From an optimization exercise on the open Yosys and OpenROAD flow, aimed at small area, a short achievable clock period and few clock cycles per item; shortcuts taken in it are not production practice. RTL that was checked went through simulation tests only; none was proved equivalent to the original. Power figures rest on the tool's default switching activity, not on a simulated workload.

// speech_mouth_pixel_overlay
module speech_mouth_pixel_overlay (
  input  logic        clk_i,
  input  logic        rst_ni,
  input  logic        in_valid_i,
  output logic        in_stall_o,
  input  logic [94:0] in_item_i,
  output logic        out_valid_o,
  input  logic        out_stall_i,
  output logic [19:0] out_item_o,
  input  logic        cfg_we_i,
  input  logic [2:0]  cfg_idx_i,
  input  logic [15:0] cfg_data_i
);
==> flow/config.mk <==
export PLATFORM = sky130hd
export DESIGN_NAME = speech_mouth_pixel_overlay
export DESIGN_NICKNAME = speech_mouth_pixel_overlay
export VERILOG_FILES = /design/flow/design.v
export SDC_FILE = /design/flow/constraint.sdc
export NUM_CORES = 4
export LEC_CHECK = 0
export ABC_AREA = 1
export CAP_MARGIN = 20
export CORE_MARGIN = 2
export CORE_UTILIZATION = 40
export SETUP_SLACK_MARGIN = 3.0
export SLEW_MARGIN = 20
==> flow/constraint.sdc <==
create_clock -name core_clock -period 6.0 [get_ports {clk_i}]
set_input_delay 1.2000 -clock core_clock [delete_from_list [all_inputs] [get_ports {clk_i}]]
set_output_delay 1.2000 -clock core_clock [all_outputs]
set_load 0.01 [all_outputs]
standard.sh (not shown) runs the stock make flow with config.mk's settings and CLKGATE_MAP_FILE= SYNTH_SCRIPT=/design/flow/synth_recipe.tcl, a recipe that flattens the netlist after the stock synthesis.
==> flow/flow/run.sh <==
#!/bin/bash
# Layout flow: the standard flow, with the port buffers that placement
# inserts made sky130_fd_sc_hd__buf_2 cells instead of the default choice.
set -euo pipefail
bash standard.sh "BUFFER_PORTS_ARGS=-buffer_cell sky130_fd_sc_hd__buf_2" finish > standard.log 2>&1
Then changed:
==> flow/flow/run.sh (replaced) <==
#!/bin/bash
# Layout flow: the standard flow, with the port buffers that placement
# inserts made sky130_fd_sc_hd__buf_1 cells instead of the default choice.
set -euo pipefail
bash standard.sh "BUFFER_PORTS_ARGS=-buffer_cell sky130_fd_sc_hd__buf_1" finish > standard.log 2>&1
What happened: Total power falls by 6.1%. Die area does not change. Worst hold slack hardly moves. Maximum frequency came out lower by 0.69%.
Then changed:
- SETUP_SLACK_MARGIN: 3.0 -> 2.8
What happened:
- The changed run ran to the end with no violations
- sequential share of layout area came out higher by 1.0 points
- setup slack improved by 0.029 ns
- final area came out lower by about 2.8%
- area after synthesis is unchanged
- critical path depth stays the same
- total power came out higher by 1.1%
- die area stays the same
- non-clock buffer count came out lower by 22
- via count came out lower by 1.1%
Then changed:
- CTS_BUF_LIST: default -> sky130_fd_sc_hd__clkbuf_4 sky130_fd_sc_hd__clkbuf_8
- SETUP_SLACK_MARGIN: 2.8 -> 3.0
Result:
- final cell count came out higher by about 2%
- via count came out higher by about 1.4%
- setup slack loses 0.087 ns
- sequential cell count does not change
- routed wire length came out higher by 6.2%
- global-route usage came out higher by 1.2 points
No run of this note included a check of the RTL's function; only the layout flow was run.

Setup of raven:
Another version of the RTL of speech_mouth_pixel_overlay (not shown whole).
For scale: about 1800 cells after synthesis, ~140 I/O pins, about 13000 um^2 of cells after synthesis.
==> flow/config.mk <==
export PLATFORM = sky130hd
export DESIGN_NAME = speech_mouth_pixel_overlay
export DESIGN_NICKNAME = speech_mouth_pixel_overlay
export VERILOG_FILES = /design/flow/design.v
export SDC_FILE = /design/flow/constraint.sdc
export NUM_CORES = 4
export LEC_CHECK = 0
export ABC_AREA = 1
export CAP_MARGIN = 20
export CORE_MARGIN = 2
export CORE_UTILIZATION = 40
export SETUP_SLACK_MARGIN = 2.7
export SLEW_MARGIN = 20
==> flow/constraint.sdc <==
create_clock -name core_clock -period 6.0 [get_ports {clk_i}]
set_input_delay 1.2000 -clock core_clock [delete_from_list [all_inputs] [get_ports {clk_i}]]
set_output_delay 1.2000 -clock core_clock [all_outputs]
set_load 0.01 [all_outputs]
==> flow/flow/run.sh <==
#!/bin/bash
# Layout flow: the standard flow, with the port buffers that placement
# inserts made sky130_fd_sc_hd__buf_1 cells instead of the default choice, and
# clock tree synthesis run without dummy loads and with larger sink clusters.
set -euo pipefail
bash standard.sh "BUFFER_PORTS_ARGS=-buffer_cell sky130_fd_sc_hd__buf_1" \
  "CTS_ARGS=-sink_clustering_enable -repair_clock_nets -dont_use_dummy_load -sink_clustering_size 20 -sink_clustering_max_diameter 100" \
  finish > standard.log 2>&1
raven: no failed stages, no open violations at the end
Testbench counts of raven, summed over its fixed seeds: cycles 26,745, items 24,000.
diff inputs: raven => fjord
Settings: SETUP_SLACK_MARGIN changed from 2.7 to 2.8.
==> flow/flow/run.sh <==
#!/bin/bash
# Layout flow: the standard flow, with the port buffers that placement
# inserts made sky130_fd_sc_hd__buf_1 cells instead of the default choice, and
# clock tree synthesis run without dummy loads and with larger sink clusters.
set -euo pipefail
bash standard.sh "BUFFER_PORTS_ARGS=-buffer_cell sky130_fd_sc_hd__buf_1" \
  "CTS_ARGS=-sink_clustering_enable -repair_clock_nets -dont_use_dummy_load -sink_clustering_size 14 -sink_clustering_max_diameter 80 -buf_list {sky130_fd_sc_hd__clkbuf_8}" \
  finish > standard.log 2>&1
### Flow results
- | combinational power | fjord vs raven | ≈ equal |
- Per the comparison of fjord with raven, achievable frequency now sits higher; cell area after layout now sits lower; total wire length after detailed routing now sits lower; logic depth of the worst path, buffers included now sits higher; instance count after placement with tap cells included now sits at about the same level.
Here is what was changed in the inputs of onyx compared with fjord.
Settings: changing CAP_MARGIN from 20 to 10; changing SLEW_MARGIN from 20 to 10.
==> notes.md <==
- Die area came out exactly the same in onyx and fjord.
- Minimum hold slack came out exactly the same in onyx and fjord.
- From fjord to onyx, mapped cell area did not move at all.
- onyx -> fjord: met2 track utilization from global routing delta 0, exact match
- Comparing onyx against fjord, there is no change at all in critical path depth.
- Re shortest clock period the worst path allows after layout: no difference whatsoever between fjord and onyx.
- Summary of onyx over fjord: share of total power in combinational logic now sits at about the same level, part of the total power dissipated in sequential elements closely matched the old numbers, number of buffers other than clock buffers in the final layout closely matched the old numbers.
Changes in harbor relative to onyx:
Settings: changing SLEW_MARGIN from 10 to 20; changing CORE_UTILIZATION from 40 to 50; changing CAP_MARGIN from 10 to 20.
==> comparison <==
- No stage failed in harbor, and the final checks on the layout all came back clean.
- On harbor: power in combinational cells is about 3% higher than what onyx gave.
- harbor ends up with a wire length that is 1.2 mm lower than in onyx.
- onyx leaves less setup margin than harbor.

==> separate check: timing with driven ports <==
In the flow no input, the clock included, has a driving cell. The finished layouts below were timed again as built, in two steps. Step 1 assumes that a clkbuf_16 drives the clock port and a buf_2 every other input. Step 2 times the ports against the registers' clock, not the clock port: input delays grow and output delays shrink by t, the midpoint of the rising clock arrivals with the driver on. Three values: no drivers, after step 1, after step 2; two values: the first two.
| run | t (ns) | setup slack, ns | hold WS [ns] | slew at the worst register clock pin (ns) | cell pins on the clock port's net |
|---|---|---|---|---|---|
| the first run of note 1 | 0.585 | 2.904 / 2.932 / 2.349 | 0.482 / 0.482 / 0.482 | 0.06 / 0.06 | 1 |
| the second run of note 1 | 0.580 | 2.883 / 2.895 / 2.315 | 0.483 / 0.483 / 0.483 | 0.06 / 0.06 | 1 |
| the third run of note 1 | 0.593 | 2.912 / 2.944 / 2.351 | 0.484 / 0.484 / 0.484 | 0.07 / 0.07 | 1 |
| the fourth run of note 1 | 0.633 | 2.825 / 2.825 / 2.245 | 0.481 / 0.481 / 0.481 | 0.07 / 0.07 | 1 |
| raven | 0.507 | 2.789 / 2.812 / 2.305 | 0.480 / 0.480 / 0.480 | 0.09 / 0.09 | 1 |
| fjord | 0.569 | 2.853 / 2.830 / 2.262 | 0.481 / 0.481 / 0.481 | 0.10 / 0.10 | 1 |
| onyx | 0.569 | 2.853 / 2.830 / 2.262 | 0.481 / 0.481 / 0.481 | 0.10 / 0.10 | 1 |
| harbor | 0.559 | 2.858 / 2.864 / 2.305 | 0.492 / 0.492 / 0.492 | 0.10 / 0.10 | 1 |
After both steps every run listed still meets setup and hold.
